This design comes from an exercise in tuning for small area, a short achievable clock period and few clock cycles on the open sky130 flow, not from production work.
In this exercise RTL edits were held to simulation tests only and were not proved equivalent to the original.
No activity file was given, so power comes from the tool's default toggle rates.

==> design.v <==
package asc_pkg;
    localparam int CHANNELS  = 4;
    localparam int RING_LOG2 = 4;
    localparam int RING_SIZE = 1 << RING_LOG2;
    localparam int CH_W     = $clog2(CHANNELS);
    localparam int DEPTH    = CHANNELS * RING_SIZE;
    localparam int SAMPLE_W = 12;
    localparam int SUM_W    = SAMPLE_W + RING_LOG2;
    localparam logic [2:0] OP_START = 3'd0;
    localparam logic [2:0] OP_STOP  = 3'd1;
    localparam logic [2:0] OP_TICK  = 3'd2;
    localparam logic [2:0] OP_DONE  = 3'd3;
    localparam logic [2:0] OP_QUERY = 3'd4;
    localparam logic [1:0] CFG_TIMEOUT = 2'd0;
    localparam logic [1:0] CFG_DELAY   = 2'd1;
    localparam logic [1:0] CFG_ROUNDS  = 2'd2;
    localparam logic [1:0] MODE_IDLE  = 2'd0;
    localparam logic [1:0] MODE_WAIT  = 2'd1;
    localparam logic [1:0] MODE_DELAY = 2'd2;
    localparam logic [1:0] CHST_BUSY  = 2'd0;
    localparam logic [1:0] CHST_READY = 2'd1;
    localparam logic [1:0] CHST_ERROR = 2'd2;
    localparam logic [15:0] MEAN_NONE = 16'hFFFF;
endpackage
import asc_pkg::*;
module asc_ring_mem (
    input  logic                         clk,
    input  logic                         we,
    input  logic [asc_pkg::SAMPLE_W-1:0] wdata,
    output logic [asc_pkg::SAMPLE_W-1:0] oldest_2
);
    logic [DEPTH-1:0][SAMPLE_W-1:0] chain;
    always_ff @(posedge clk)
    begin
        if (we)
        begin
            chain <= {chain[DEPTH-2:0], wdata};
        end
    end
    assign oldest_2 = chain[DEPTH-3];
endmodule
import asc_pkg::*;
module asc_avg_unit (
    input  logic                         clk,
    input  logic                         rst_n,
    input  logic                         clear,
    input  logic                         we,
    input  logic                         wrap,
    input  logic [asc_pkg::SAMPLE_W-1:0] wdata,
    input  logic [asc_pkg::SAMPLE_W-1:0] oldest_2,
    input  logic [asc_pkg::CH_W-1:0]     rsel,
    output logic                         rready,
    output logic [asc_pkg::SAMPLE_W-1:0] mean
);
    logic [CHANNELS-1:0][SUM_W-1:0] sum_reg;
    logic [CHANNELS-1:0]            ready_reg;
    logic [SUM_W-1:0]               base_reg;
    logic [SAMPLE_W-1:0]            drop_reg;
    logic [SUM_W-1:0]               sum_new;
    logic [SUM_W-1:0]               base_new;
    logic [SAMPLE_W-1:0]            drop_new;
    logic [SUM_W-1:0]               sum_rd;
    assign sum_new  = base_reg + SUM_W'(wdata);
    assign base_new = sum_reg[1] - SUM_W'(drop_reg);
    assign drop_new = ready_reg[2] ? oldest_2 : '0;
    always_ff @(posedge clk)
    begin
        if (clear)
        begin
            sum_reg  <= '0;
            base_reg <= '0;
            drop_reg <= '0;
        end
        else if (we)
        begin
            sum_reg  <= {sum_new, sum_reg[CHANNELS-1:1]};
            base_reg <= base_new;
            drop_reg <= drop_new;
        end
    end
    always_ff @(posedge clk or negedge rst_n)
    begin
        if (!rst_n)
        begin
            ready_reg <= '0;
        end
        else if (clear)
        begin
            ready_reg <= '0;
        end
        else if (we)
        begin
            ready_reg <= {ready_reg[0] | wrap, ready_reg[CHANNELS-1:1]};
        end
    end
    assign sum_rd = sum_reg[rsel];
    assign rready = ready_reg[rsel];
    assign mean   = sum_rd[RING_LOG2 +: SAMPLE_W];
endmodule
import asc_pkg::*;
module adc_scan_sequencer_with_averaging_top (
    input  logic                         clk,
    input  logic                         rst_n,
    input  logic                         start,
    output logic                         busy,
    input  logic [2:0]                   op,
    input  logic [asc_pkg::SAMPLE_W-1:0] sample,
    input  logic [3:0]                   query_channel,
    input  logic                         cfg_we,
    input  logic [1:0]                   cfg_index,
    input  logic [15:0]                  cfg_data,
    output logic                         result_valid,
    output logic                         convert_request,
    output logic [3:0]                   convert_channel,
    output logic                         converter_stop,
    output logic                         busy_res,
    output logic [1:0]                   channel_state,
    output logic [15:0]                  mean_value
);
    localparam int POS_W = RING_LOG2;
    localparam int QUERY_EDGES = RING_SIZE + 2;
    localparam int QCNT_W      = $clog2(QUERY_EDGES + 1);
    logic [15:0] timeout_reg;
    logic [15:0] delay_reg;
    logic [6:0]  rounds_cfg_reg;
    logic        timeout_le1_reg;
    logic        delay_le1_reg;
    logic        delay_zero_reg;
    logic [1:0]      mode_reg, mode_next;
    logic [CH_W-1:0] cur_ch_reg, cur_ch_next;
    logic [6:0]      rounds_reg, rounds_next;
    logic            last_round_reg;
    logic            last_round_next;
    logic [15:0]     countdown_reg, countdown_next;
    logic            cd_le1_reg, cd_le1_next;
    logic            cd_lo0_reg, cd_lo0_next;
    logic        res_valid_reg;
    logic        pend_reg;
    logic [QCNT_W-1:0] qcnt_reg;
    logic        ready_query;
    logic        res_req_reg, res_req_next;
    logic [3:0]  res_ch_reg, res_ch_next;
    logic        res_stop_reg, res_stop_next;
    logic        res_busy_reg, res_busy_next;
    logic [1:0]  res_state_reg, res_state_next;
    logic [15:0] res_mean_reg, res_mean_next;
    logic                accept;
    logic                q_in_range;
    logic [CH_W-1:0]     q_idx;
    logic [CH_W-1:0]     q_sel;
    logic                q_ready;
    logic [6:0]          rounds_inc;
    logic [CH_W-1:0]     cur_ch_inc;
    logic                cd_le2;
    logic [15:0]         cd_dec;
    logic                ch_wrap;
    logic                ring_wrap;
    logic                finish;
    logic                clear;
    logic                wr;
    logic [6:0]          rounds_cfg_next;
    logic [SAMPLE_W-1:0] oldest_2;
    logic [SAMPLE_W-1:0] mean;
    assign busy          = pend_reg;
    assign accept        = start && !pend_reg;
    assign ready_query   = accept && (op == OP_QUERY) && q_in_range && q_ready;
    assign q_in_range    = (query_channel[3:CH_W] == '0);
    assign q_idx         = query_channel[CH_W-1:0];
    assign q_sel         = q_idx - cur_ch_reg;
    assign rounds_inc    = (rounds_reg == 7'd127) ? rounds_reg : rounds_reg + 7'd1;
    assign cur_ch_inc    = cur_ch_reg + CH_W'(1);
    assign cd_dec        = {countdown_reg[15:8] - {7'd0, cd_lo0_reg}, countdown_reg[7:0] - 8'd1};
    assign cd_le2        = (countdown_reg[15:8] == 8'd0) && (countdown_reg[7:0] <= 8'd2);
    assign ch_wrap       = (cur_ch_reg == CH_W'(CHANNELS - 1));
    assign ring_wrap     = (rounds_reg[POS_W-1:0] == POS_W'(RING_SIZE - 1));
    assign finish        = ch_wrap && last_round_reg;
    assign clear         = accept && (op == OP_START);
    assign wr            = accept && (op == OP_DONE) && (mode_reg == MODE_WAIT);
    assign rounds_cfg_next = (cfg_we && cfg_index == CFG_ROUNDS) ? cfg_data[6:0] : rounds_cfg_reg;
    assign last_round_next = ({1'b0, rounds_reg} + 8'd1 >= {1'b0, rounds_cfg_next});
    asc_ring_mem u_ring (
        .clk      (clk),
        .we       (wr),
        .wdata    (sample),
        .oldest_2 (oldest_2)
    );
    asc_avg_unit u_avg (
        .clk      (clk),
        .rst_n    (rst_n),
        .clear    (clear),
        .we       (wr),
        .wrap     (ring_wrap),
        .wdata    (sample),
        .oldest_2 (oldest_2),
        .rsel     (q_sel),
        .rready   (q_ready),
        .mean     (mean)
    );
    always_comb
    begin
        mode_next      = mode_reg;
        cur_ch_next    = cur_ch_reg;
        rounds_next    = rounds_reg;
        countdown_next = countdown_reg;
        cd_le1_next    = cd_le1_reg;
        cd_lo0_next    = cd_lo0_reg;
        res_req_next   = 1'b0;
        res_ch_next    = '0;
        res_stop_next  = 1'b0;
        res_state_next = CHST_BUSY;
        res_mean_next  = '0;
        if (accept)
        begin
            case (op)
                OP_START:
                begin
                    cur_ch_next    = '0;
                    rounds_next    = '0;
                    mode_next      = MODE_WAIT;
                    countdown_next = timeout_reg;
                    cd_le1_next    = timeout_le1_reg;
                    cd_lo0_next    = (timeout_reg[7:0] == 8'd0);
                    res_req_next   = 1'b1;
                end
                OP_STOP:
                begin
                    res_stop_next = 1'b1;
                    mode_next     = MODE_IDLE;
                end
                OP_TICK:
                begin
                    if (mode_reg == MODE_WAIT)
                    begin
                        if (cd_le1_reg)
                        begin
                            res_stop_next = 1'b1;
                            mode_next     = MODE_IDLE;
                        end
                        else
                        begin
                            countdown_next = cd_dec;
                            cd_le1_next    = cd_le2;
                            cd_lo0_next    = (countdown_reg[7:0] == 8'd1);
                        end
                    end
                    else if (mode_reg == MODE_DELAY)
                    begin
                        if (cd_le1_reg)
                        begin
                            res_req_next   = 1'b1;
                            res_ch_next    = 4'(cur_ch_reg);
                            mode_next      = MODE_WAIT;
                            countdown_next = timeout_reg;
                            cd_le1_next    = timeout_le1_reg;
                            cd_lo0_next    = (timeout_reg[7:0] == 8'd0);
                        end
                        else
                        begin
                            countdown_next = cd_dec;
                            cd_le1_next    = cd_le2;
                            cd_lo0_next    = (countdown_reg[7:0] == 8'd1);
                        end
                    end
                end
                OP_DONE:
                begin
                    if (mode_reg == MODE_WAIT)
                    begin
                        cur_ch_next = cur_ch_inc;
                        if (ch_wrap)
                        begin
                            rounds_next = rounds_inc;
                        end
                        if (finish)
                        begin
                            mode_next = MODE_IDLE;
                        end
                        else if (delay_zero_reg)
                        begin
                            res_req_next   = 1'b1;
                            res_ch_next    = 4'(cur_ch_inc);
                            mode_next      = MODE_WAIT;
                            countdown_next = timeout_reg;
                            cd_le1_next    = timeout_le1_reg;
                            cd_lo0_next    = (timeout_reg[7:0] == 8'd0);
                        end
                        else
                        begin
                            mode_next      = MODE_DELAY;
                            countdown_next = delay_reg;
                            cd_le1_next    = delay_le1_reg;
                            cd_lo0_next    = (delay_reg[7:0] == 8'd0);
                        end
                    end
                end
                OP_QUERY:
                begin
                    if (!q_in_range)
                    begin
                        res_state_next = CHST_ERROR;
                        res_mean_next  = MEAN_NONE;
                    end
                    else if (!q_ready)
                    begin
                        res_state_next = CHST_BUSY;
                        res_mean_next  = MEAN_NONE;
                    end
                    else
                    begin
                        res_state_next = CHST_READY;
                        res_mean_next  = 16'(mean);
                    end
                end
                default:
                begin
                end
            endcase
        end
        res_busy_next = accept && (mode_next != MODE_IDLE);
    end
    always_ff @(posedge clk or negedge rst_n)
    begin
        if (!rst_n)
        begin
            timeout_reg     <= 16'd1000;
            delay_reg       <= 16'd1;
            rounds_cfg_reg  <= 7'd16;
            timeout_le1_reg <= 1'b0;
            delay_le1_reg   <= 1'b1;
            delay_zero_reg  <= 1'b0;
        end
        else if (cfg_we)
        begin
            case (cfg_index)
                CFG_TIMEOUT:
                begin
                    timeout_reg     <= cfg_data;
                    timeout_le1_reg <= (cfg_data <= 16'd1);
                end
                CFG_DELAY:
                begin
                    delay_reg      <= cfg_data;
                    delay_le1_reg  <= (cfg_data <= 16'd1);
                    delay_zero_reg <= (cfg_data == 16'd0);
                end
                CFG_ROUNDS:
                begin
                    rounds_cfg_reg <= cfg_data[6:0];
                end
                default:
                begin
                end
            endcase
        end
    end
    always_ff @(posedge clk or negedge rst_n)
    begin
        if (!rst_n)
        begin
            mode_reg      <= MODE_IDLE;
            res_valid_reg <= 1'b0;
            pend_reg      <= 1'b0;
            qcnt_reg      <= '0;
        end
        else
        begin
            mode_reg      <= mode_next;
            res_valid_reg <= (accept && !ready_query) || (qcnt_reg == QCNT_W'(1));
            pend_reg      <= ready_query || (pend_reg && qcnt_reg != QCNT_W'(1));
            if (ready_query)
            begin
                qcnt_reg <= QCNT_W'(QUERY_EDGES);
            end
            else if (qcnt_reg != '0)
            begin
                qcnt_reg <= qcnt_reg - QCNT_W'(1);
            end
        end
    end
    always_ff @(posedge clk)
    begin
        cur_ch_reg     <= cur_ch_next;
        rounds_reg     <= rounds_next;
        last_round_reg <= last_round_next;
        countdown_reg  <= countdown_next;
        cd_le1_reg     <= cd_le1_next;
        cd_lo0_reg     <= cd_lo0_next;
    end
    always_ff @(posedge clk)
    begin
        if (!pend_reg)
        begin
            res_req_reg   <= res_req_next;
            res_ch_reg    <= res_ch_next;
            res_stop_reg  <= res_stop_next;
            res_busy_reg  <= res_busy_next;
            res_state_reg <= res_state_next;
            res_mean_reg  <= res_mean_next;
        end
    end
    assign result_valid    = res_valid_reg;
    assign convert_request = res_req_reg;
    assign convert_channel = res_ch_reg;
    assign converter_stop  = res_stop_reg;
    assign busy_res        = res_busy_reg;
    assign channel_state   = res_state_reg;
    assign mean_value      = res_mean_reg;
endmodule
==> run.sh <==
#!/bin/bash
# synth_recipe.tcl (not shown) runs the flow's synth.tcl, then flattens the netlist and writes it again
# the make line also repeats each setting of config.mk as NAME=value (left out here)
make -C /OpenROAD-flow-scripts/flow DESIGN_CONFIG=/design/flow/config.mk WORK_HOME=/design/flow/orfs CLKGATE_MAP_FILE= SYNTH_SCRIPT=/design/flow/synth_recipe.tcl finish
==> config.mk <==
export PLATFORM = sky130hd
export DESIGN_NAME = adc_scan_sequencer_with_averaging_top
export DESIGN_NICKNAME = adc_scan_sequencer_with_averaging_top
export VERILOG_FILES = /design/flow/design.v
export SDC_FILE = /design/flow/constraint.sdc
export NUM_CORES = 4
export LEC_CHECK = 0
export ABC_AREA = 1
export CAP_MARGIN = 20
export CORE_MARGIN = 2
export CORE_UTILIZATION = 50
export CTS_CLUSTER_DIAMETER = 80
export CTS_CLUSTER_SIZE = 28
export SETUP_SLACK_MARGIN = 2.9
export SLEW_MARGIN = 20
==> constraint.sdc <==
create_clock -name core_clock -period 5.0 [get_ports {clk}]
set_input_delay 1.0000 -clock core_clock [delete_from_list [all_inputs] [get_ports {clk}]]
set_output_delay 1.0000 -clock core_clock [all_outputs]
set_load 0.01 [all_outputs]
==> impl_metrics.py, run 1 <==
metrics = {
    "status": {
        "outcome": "finished clean",
    },
    "cells_and_area": {
        "final_net_count": 2414,
        "nFillCells": 5010,
        "syn_to_final_growth_pct": 13.7,
        "layout_common_cells": "edfxtp_1, nand2_1, inv_1",
        "largest_reg_flops": 744,
        "drive_above_1_share_pct": 11.7,
        "num_antenna_cells": 0,
        "final_common_cell": "edfxtp_1",
        "stdcell_count": 3211,
    },
    "clock_network": {
        "ctsHoldBuffers": 0,
        "clock-root-buffer": "clkbuf_16",
        "ctsHtreeMaxLevel": 2,
        "cts_buffer_depth": 3,
        "clock_latency_ns": 0.61,
        "clk_pin_slew_ns": 0.10,
        "cts_sinks": 935,
        "cts_made_buffers": 43,
        "cts_tree": "done",
    },
    "routing": {
        "wl_per_cell_um": 17.2,
        "vias": 16675,
        "drc": 0,
        "wl_mm": 55.1,
        "drt.antenna.violating_nets": 0,
        "vias_per_cell": 5.19,
        "dr.first_iter.drc_count": 1445,
        "dr.pass1.iters": 5,
    },
    "critical_path": {
        "slowest_stage": "edfxtp_1",
        "crit_path_frequent_cell": "buf_6",
        "required_ns": 4.00,
        "path_buf_inv": 2,
        "critPathMaxFanout": 3,
        "critPathLaunchType": "flip-flop",
        "arrival_ns": 1.28,
        "crit_path_end_kind": "output port",
        "slowest_delay_ns": 0.42,
        "worstSetupPathType": "flip-flop to output port",
        "crit_family": "flip-flops",
        "worstPathCellList": "buf_6 -> buf_6",
    },
    "place": {
        "place_congestion": 0.861,
        "placedCellCount": 3074,
        "hpwlAfterDp_mm": 29.8,
        "port_buffers": 65,
    },
    "worst_hold_path": {
        "hold_path_class": "flip-flop to flip-flop",
    },
    "yosys": {
        "ys_ff_latch": 935,
        "yosysWarnings": 3,
        "syn_area_um2": 33000,
        "synthArstFlopShare_pct": 5.88,
        "ys.flop_type": "edfxtp_1",
        "ys_seq_area_share_pct": 81.7,
        "synthDistinctLibCells": 50,
        "avgSynthCellArea_um2": 15.1,
        "syn_inst": 2182,
        "synth_edf_count": 791,
    },
    "power_and_ir_drop": {
        "vdd_drop_max_v": 0.000225,
        "leakage_uw": 0.0130,
        "p_per_area_nw_per_um2": 375,
    },
    "die": {
        "start_util_pct": 50.3,
        "row_count": 94,
        "core_region_area_um2": 65500,
        "ios": 68,
        "die-area_um2": 68000,
        "fp.dieH_um": 261,
        "die_w_um": 261,
    },
    "sta": {
        "grt_setup_unrepaired": "true",
        "fin_skew_ns": 0.0188,
        "setup_viol": 0,
        "fin_crit_sh_pct": 45.5,
        "tns_ns": 0,
        "period_minus_slack_ns": 2.28,
        "max_freq_mhz": 440,
        "worst_pin_slew_ns": 0.743,
        "finalHoldViolations": 0,
        "slew_viol_final": 0,
        "slew_headroom_pct": 50.5,
    },
    "global_route": {
        "grt_max_degree": 59,
        "grt_use_total_pct": 16.0,
        "grt_first_pass_wirelength_mm": 85.7,
        "grt_pass1_vias": 15742,
        "overflow": 0,
        "antenna_found_initial": 0,
    },
    "flow_run": {
        "cap_violations": 0,
    },
}
==> cell families after synthesis <==
| family | after synthesis | share of synthesized area, % |
|---|---|---|
| AO/OA/AOI/OAI | 284 | 4.63 |
| other | 1 | 0.0114 |
| AND/OR/NAND/NOR | 628 | 7.97 |
| adder cells (fa/ha/maj) | 46 | 1.79 |
| flip-flops | 935 | 81.7 |
| XOR/XNOR | 18 | 0.478 |
| buffers and inverters | 270 | 3.45 |
==> synthesized netlist by cell type, types with 6 or more instances <==
master | n | area [µm²]
nor3_1 | 14 | 70.1
inv_1 | 204 | 766
o21ai_1 | 8 | 40.0
a21oi_1 | 87 | 435
buf_2 | 24 | 120
nand2_1 | 351 | 1320
o211ai_1 | 16 | 120
clkbuf_1 | 16 | 60.1
dfstp_2 | 9 | 236
dfrtp_1 | 46 | 1150
xnor2_1 | 6 | 52.6
buf_4 | 14 | 105
xor2_1 | 12 | 105
nor2_1 | 128 | 480
nand4_1 | 20 | 125
o21ai_0 | 155 | 776
edfxtp_1 | 791 | 23800
dfxtp_1 | 89 | 1780
nand3_1 | 94 | 470
ha_1 | 44 | 551
==> what timing repair did <==
item / CTS / global route
gates resized for setup: 205 / 59
pin swaps: 15 / 15
setup buffers: 29 / 15
cloned: 16 / 12
setup endpoints to repair: 937 / 671
==> worst register-to-register path, stage by stage, from the launching register on <==
cell,delay [ns]
edfxtp_1,0.41
buf_4,0.16
and3_4,0.19
or2_2,0.28
nand2_1,0.10
inv_2,0.06
ha_4,0.26
inv_1,0.05
o31ai_2,0.24
nand4_1,0.12
nand3b_1,0.12
==> power breakdown <==
group          internal [µW]  switching [µW]  total [µW]
Combinational            471             785        1260
Clock                   1700            2320        4020
Sequential              8610             151        8760
Total                  10800            3250       14000
==> layer usage <==
| metal | global-route usage, % | routed length, µm | vias to the layer above |
|---|---|---|---|
| met2 | 23.9 | 24800 | 328 |
| li1 | - | - | 7983 |
| met3 | 2.68 | 2250 | 72 |
| met1 | 24.5 | 26800 | 8292 |
| met5 | 0 | 0 | - |
| met4 | 4.38 | 1260 | 0 |
==> through the flow <==
stage	total power [µW]	instance area (µm²)	hold slack (ns)	util, %	setup slack, ns
2_1_floorplan	9720	33100	0.400	-	1.10
3_3_place_gp	10100	34700	0.400	53.0	1.27
3_5_place_dp	10100	34700	0.405	53.0	1.17
4_1_cts	14200	36800	0.411	56.2	2.69
5_1_grt	14700	37500	0.422	57.2	2.66
6_report	14000	37500	0.410	57.2	2.72
==> final timing paths <==
check                                               start  slack, ns                     endpoint  cells past startpoint
setup / recovery           res_mean_reg[14]$_SDFFCE_PN0N_       2.72               mean_value[13]                      2
hold / removal                 u_ring.chain[73]$_DFFE_PP_       0.41   u_ring.chain[85]$_DFFE_PP_                      0
setup reg to reg              rounds_reg[0]$_SDFFCE_PN0P_       2.95       last_round_reg$_DFF_P_                     10
hold reg to reg                u_ring.chain[73]$_DFFE_PP_       0.41   u_ring.chain[85]$_DFFE_PP_                      0
max in group asynchronous                           rst_n       3.92           pend_reg$_DFF_PN0_                      2
min in group asynchronous                           rst_n       0.53  timeout_reg[15]$_DFFE_PN0P_                      2
==> area by class of cell <==
class / instances / area (µm²) / share of cell area, %
flip-flops and latches: 935 / 26900 / 71.9
multi-input cells: 980 / 5360 / 14.3
repair buffers: 149 / 1820 / 4.86
clock buffers: 50 / 1130 / 3.03
well taps: 864 / 1080 / 2.89
inverters: 211 / 863 / 2.30
clock inverters: 15 / 181 / 0.484
repair inverters: 7 / 104 / 0.277
Testbench counts, summed over its fixed seeds: cycles 47,336.
==> inputs of run 2 (changes only) <==
--- a/design.v
+++ b/design.v
@@ -120,3 +120,3 @@
     localparam int POS_W = RING_LOG2;
-    localparam int QUERY_EDGES = RING_SIZE + 2;
+    localparam int QUERY_EDGES = 4;
     localparam int QCNT_W      = $clog2(QUERY_EDGES + 1);
==> run 2 against run 1 <==
Net effect:
- first-iteration DRC count is 15% lower
- area after synthesis fell by 0.76%
- cell count decreased by 1.5%
- combinational power increased by 12%
- register-to-register slack gained 0.07 ns
- die area is 0.75% lower
- hold slack improved by 0.0059 ns
- clock skew increased by 0.0022 ns
- critical path depth is 1 lower
- still clean on timing, DRC and antenna
- highest routed layer unchanged
- core utilization increased by 0.36 points
- sequential share of layout area rose by 0.44 points
- maximum frequency is 3.9% higher
==> impl_metrics.py, run 2 <==
metrics = {
    "cells_and_area": {
        "final_net_count": 2375,
        "final_common_cell": "edfxtp_1",
        "final_core_util_pct": 57.6,
        "nFillCells": 4969,
        "layout_common_cells": "edfxtp_1, nand2_1, inv_1",
        "final_cell_area_um2": 37200,
        "drive_above_1_share_pct": 12.0,
        "syn_to_final_growth_pct": 13.6,
        "num_antenna_cells": 0,
        "largest_reg_flops": 744,
        "stdcell_count": 3162,
    },
    "critical_path": {
        "cp_num_cells": 1,
        "r2r_start": "rounds_reg[0]$_SDFFCE_PN0P_",
        "reg2reg_depth": 10,
        "worstSetupPathType": "flip-flop to output port",
        "crit_start": "pend_reg$_DFF_PN0_",
        "path_buf_inv": 1,
        "slowest_delay_ns": 0.46,
        "crit_path_end_kind": "output port",
        "required_ns": 4.00,
        "arrival_ns": 1.19,
        "critPathLaunchType": "flip-flop",
        "worstPathCellList": "buf_6",
        "critPathMaxFanout": 3,
        "slowest_stage": "dfrtp_2",
        "crit_family": "flip-flops",
    },
    "global_route": {
        "overflow": 0,
        "grt_first_pass_wirelength_mm": 85.2,
        "grt_max_degree": 67,
        "grt_pass1_vias": 15751,
        "antenna_found_initial": 0,
        "grt_use_total_pct": 15.9,
    },
    "routing": {
        "dr.first_iter.drc_count": 1230,
        "drc": 0,
        "vias_per_cell": 5.13,
        "wl_per_cell_um": 16.9,
        "vias": 16220,
        "drt.antenna.violating_nets": 0,
        "wl_mm": 53.4,
        "dr.pass1.iters": 5,
    },
    "sta": {
        "fin_crit_sh_pct": 43.8,
        "finalHoldViolations": 0,
        "period_minus_slack_ns": 2.19,
        "setup_viol": 0,
        "tns_ns": 0,
        "fin_skew_ns": 0.0211,
        "slew_headroom_pct": 53.2,
        "max_freq_mhz": 457,
        "slew_viol_final": 0,
        "grt_setup_unrepaired": "true",
        "worst_pin_slew_ns": 0.702,
    },
    "place": {
        "placedCellCount": 3033,
        "place_congestion": 0.824,
        "place_area_um2": 34600,
        "hpwlAfterDp_mm": 30.1,
        "port_buffers": 65,
    },
    "die": {
        "core_region_area_um2": 64600,
        "start_util_pct": 50.7,
        "fp.dieH_um": 260,
        "die-area_um2": 67500,
        "ios": 68,
        "die_w_um": 260,
        "row_count": 93,
    },
    "clock_network": {
        "cts_buffer_depth": 3,
        "cts_made_buffers": 43,
        "ctsHtreeMaxLevel": 2,
        "clk_pin_slew_ns": 0.10,
        "clock_latency_ns": 0.60,
        "ctsHoldBuffers": 0,
        "clock-root-buffer": "clkbuf_16",
        "cts_sinks": 933,
        "cts_tree": "done",
    },
    "yosys": {
        "avgSynthCellArea_um2": 15.3,
        "synth_edf_count": 791,
        "syn_inst": 2142,
        "synthDistinctLibCells": 48,
        "yosys-top-cells-area": "edfxtp_1, dfxtp_1, nand2_1, dfrtp_1, o21ai_0",
        "synth_common_cells": "edfxtp_1, nand2_1, inv_1",
        "syn_area_um2": 32700,
        "ys_ff_latch": 933,
        "yosys.area.top_type": "edfxtp_1",
        "synth_most_common_cell": "edfxtp_1",
        "synthArstFlopShare_pct": 5.68,
        "yosysWarnings": 3,
        "ys.flop_type": "edfxtp_1",
        "ys_seq_area_share_pct": 82.1,
        "synth_top_area_share_pct": 72.6,
    },
    "worst_hold_path": {
        "hold_depth": 0,
        "worstHoldStart": "u_ring.chain[56]$_DFFE_PP_",
        "hold_path_class": "flip-flop to flip-flop",
    },
    "status": {
        "outcome": "finished clean",
    },
    "power_and_ir_drop": {
        "leakage_uw": 0.0128,
        "finalPower_uw": 14300,
        "p_per_area_nw_per_um2": 384,
        "vdd_drop_max_v": 0.000288,
    },
    "flow_run": {
        "cap_violations": 0,
    },
}
==> run 2: timing repair <==
action | CTS | global route
gates cloned | 17 | 2
pin swaps | 14 | 14
setup endpoints to repair | 943 | 592
resized for setup | 207 | 74
buffers inserted | 33 | 13
==> run 2: worst paths after layout <==
| path | endpoint | slack [ns] |
|---|---|---|
| min in group asynchronous | delay_reg[9]$_DFFE_PN0P_ | 0.51 |
| min | u_ring.chain[68]$_DFFE_PP_ | 0.42 |
| max reg2reg | last_round_reg$_DFF_P_ | 3.02 |
| max | busy | 2.81 |
| max in group asynchronous | pend_reg$_DFF_PN0_ | 3.97 |
| min reg2reg | u_ring.chain[68]$_DFFE_PP_ | 0.42 |
==> run 2: area by class of cell <==
type	count	area [µm²]	area share, %
sequential	933	26900	72.3
multi-input combinational	946	5230	14.1
timing repair buffer	144	1640	4.42
clock buffer	46	1110	2.98
tap	855	1070	2.88
inverter	211	855	2.30
clock inverter	18	244	0.656
timing repair inverter	9	145	0.391
==> run 2: per-stage QoR <==
stage                     hold slack [ns]  setup slack (ns)
final                               0.416              2.81
after detailed placement            0.405              1.16
after global placement              0.401              1.23
after global routing                0.424              2.75
after floorplan                     0.400              1.11
after CTS                           0.417              2.76
==> run 2: cell families (layout without fill, tap and decap cells) <==
| kind of cell | count (synthesis) | in the layout | synth area share, % |
|---|---|---|---|
| flip-flops | 933 | 933 | 82.1 |
| AND/OR/NAND/NOR | 592 | 592 | 7.53 |
| AO/OA/AOI/OAI | 283 | 283 | 4.67 |
| buffers and inverters | 264 | 428 | 3.22 |
| adder cells (fa/ha/maj) | 46 | 46 | 1.81 |
| XOR/XNOR | 23 | 23 | 0.616 |
| other | 1 | 2 | 0.0115 |
==> run 2: where the power goes <==
part | leakage (µW) | internal (µW) | switching, µW | total, µW
Clock | 0.000671 | 1780 | 2310 | 4090
Combinational | 0.00409 | 536 | 877 | 1410
Sequential | 0.00807 | 8610 | 146 | 8760
Total | 0.0128 | 10900 | 3340 | 14300
==> run 2: layer usage <==
layer	vias up	GRT usage (%)	routed length, µm
li1	7840	-	-
met1	8065	24.7	26600
met2	256	23.9	23900
met3	59	2.21	2050
met4	0	4.09	952
met5	-	0	0
Testbench counts of run 2, summed over its fixed seeds: cycles 24,460.

port drivers added, routing unchanged:
No port has a modelled driver above. Below, the same layouts with a new extraction and two added sets of constraints. Step 1, drivers: a clkbuf_16 drives clk and a buf_2 each remaining input, both assumed. Step 2 adds t to the input delays and takes it off the output delays; t is the mean of the earliest and latest rising clock arrival at the registers after step 1. Input paths then give back, and output paths get back, about the clock's delay inside the block. a / b / c = ideal / step 1 / step 2; a / b = the first two.
run	t, ns	setup WS [ns]	hold slack, ns	worst register clock-pin slew, ns
run 1	0.661	2.725 / 2.661 / 2.255	0.410 / 0.410 / 0.410	0.11 / 0.11
run 2	0.657	2.809 / 2.748 / 2.321	0.416 / 0.416 / 0.416	0.11 / 0.11
After both steps setup and hold are still met in every run listed. The setup slack of run 2, which loses most, moves by -0.061 ns with the drivers and by -0.488 ns with both steps.
